Background: an optimization exercise with open tools, aiming at small area, a short achievable clock period and few clock cycles per item. Do not read the settings as production practice. The RTL was checked by simulation tests, not by an equivalence proof against the original design. Power and IR drop assume default switching activity.

run A:
// write_ring_offset_lookup_core
module write_ring_offset_lookup_core #(
   parameter int SLOTS       = wrol_pkg::DEF_SLOTS,
   parameter int LENGTH_BITS = wrol_pkg::DEF_LENGTH_BITS
) (
   input  wire logic                            clock,
   input  wire logic                            reset,
   input  wire logic                            req_tvalid,
   output      logic                            req_tready,
   input  wire logic                            req_tuser,
   input  wire logic [wrol_pkg::REQ_DATA_W-1:0] req_tdata,
   output      logic                            rsp_tvalid,
   input  wire logic                            rsp_tready,
   output      logic                            rsp_tuser,
   output      logic [wrol_pkg::RSP_DATA_W-1:0] rsp_tdata
);
Size: ~4400 cells after synthesis, ~62000 sq um of cells after synthesis.
Settings: LEC_CHECK=0, CAP_MARGIN=20, CORE_MARGIN=2, CORE_UTILIZATION=60, CTS_BUF_LIST=sky130_fd_sc_hd__clkbuf_4, SETUP_SLACK_MARGIN=2.9, SLEW_MARGIN=20; clock period 6.0 ns.
run.sh (not shown) runs the stock make flow with config.mk's settings and CLKGATE_MAP_FILE= SYNTH_SCRIPT=/design/flow/synth_recipe.tcl, a recipe that flattens the netlist after the stock synthesis.
Looking at the reports, run A completed the entire flow and the layout it produced met the timing, design-rule and antenna checks.
Testbench counts of run A, summed over its fixed seeds: cycles 8,032, items 8,000.
Edits applied to the flow inputs when going from run A to run B:
Settings: ABC_CLOCK_PERIOD_IN_PS: unset -> 2000; CORE_UTILIZATION: 60 -> 40.
- On run B: design area is 0.76% higher than what run A gave.
- Run B reports its timing endpoint of the critical path as req_tready while run A reports b_sum_ff[14].
- req_tdata[0] as the critical path startpoint was reported by run A, and s_v_ff by run B.
- Run B — relative contribution of the clock network to total power 0.3 points higher, run A as reference
- Final critical-path share of the clock period for run B: 0.49 points down relative to run A
- Comparing the two runs side by side, run B comes out ahead of run A on worst setup slack before clock tree synthesis.
- On clock network area share, run B and run A are neck and neck.
- Time the worst path needs with I/O delays and setup sits lower in run B than in run A.
- [compare] base=run A new=run B: final core utilization decreased 24 points, total area of sequential cells held steady.
- Compared to run A, run B has final setup slack of the worst path 0.030 ns higher.
- Non-clock buffer count (higher): run B
- On fraction of met1 tracks used by global routing: between run B and run A, it ends up lower for run B.
Inputs modified between run B and run C:
Settings: ABC_CLOCK_PERIOD_IN_PS: 2000 -> unset.
--- outcome ---
- From run B to run C, final instance area did not move at all.
- Post-synthesis adder-cell area fraction came out exactly the same in run C and run B.
- From run B to run C, cell depth of the worst setup path did not move at all.
- Run C -> run B: average detailed-routed wire length per instance delta 0, exact match
- On power per cell area, run B tracks run C almost exactly.
- As far as utilization goes, run B and run C are indistinguishable; the numbers are identical.
- Taking run B as the reference, in run C number of buffers added by the clock tree synthesis step stayed essentially flat, core footprint stayed essentially flat, placement-stage cell area stayed essentially flat.
- On pin count of the biggest net entering global routing, run C and run B are neck and neck.
- As far as average vias per placed instance goes, run C and run B are indistinguishable; the numbers are identical.
Modified inputs, run D compared to run C
Settings: changing SETUP_SLACK_MARGIN from 2.9 to 3.0.
Compared with run C, detailed-route vias per instance in run D increased slightly. Lower number of signal-net buffers in the layout goes to run C over run D. Average size of a mapped cell essentially unchanged between run D and run C. From run C to run D the numbers moved as follows: sequential share of layout area shrank by 0.71 points, portion of the post-synthesis area used by sequential elements ~0 delta, portion of the clock cycle consumed by the worst path in the final layout went up 0.16 points, wire length on met1 moved up. Relative to run C, utilization after layout has gone up in run D. Critical path depth in cells, run C and run D, lower one = run C. NOTE: number of cells on the worst reg-to-reg path in run D exceeds that of run C.
Setup changes, run D to run E
Settings: changing SETUP_SLACK_MARGIN from 3.0 to 2.9; setting ABC_CLOCK_PERIOD_IN_PS to 3200 for the first time.
--- outcome ---
- Worst relative slew slack: run E vs run D down 0.49 points
- Lower reg-to-reg setup timing slack was reported by run D, not run E.
- In run E, largest stage delay on the critical path is lower than in run D.
- Run E vs run D: routed length on met3 down
- For the share of total power in combinational logic, run E came in 0.5 points lower than run D did.
- Diff run D..run E | fraction of synthesized cell area in xor and xnor cells | unchanged
- Diff run D and run E: ratio of final minimum period to clock period lower in run E
- Run E vs. run D: total power lower; maximum clock frequency held; final routed wirelength across all metal layers now smaller.

static timing again, ports no longer ideal:
In the flow no input, the clock included, has a driving cell. The finished layouts below were timed again as built, in two steps.
Step 1 sets driving cells, clkbuf_16 on the clock port and buf_2 on the other inputs (assumed; they add their load-dependent delay and slew).
Step 2 times the ports against the registers' clock, not the clock port: input delays grow and output delays shrink by t, the midpoint of the rising clock arrivals with the driver on.
Three values: ideal ports, drivers, drivers and shift; two values: the first two.
run	t, ns	slack for setup (ns)	worst hold slack (ns)	worst setup path at the end	cell pins on the clock port's net
run A	1.240	2.790 / 2.801 / 1.596	0.246 / 0.199 / 0.372	input to register	1
run B	1.332	2.820 / 2.743 / 1.621	0.362 / 0.329 / 0.362	input to register	1
run C	1.332	2.820 / 2.743 / 1.621	0.362 / 0.329 / 0.362	input to register	1
run D	1.333	2.810 / 2.744 / 1.605	0.364 / 0.339 / 0.364	input to register	1
run E	1.332	2.820 / 2.743 / 1.621	0.362 / 0.329 / 0.362	input to register	1
After both steps setup and hold are still met in every run listed. For run D, which loses most, drivers alone change the setup slack by -0.066 ns; drivers and shift together by -1.205 ns.
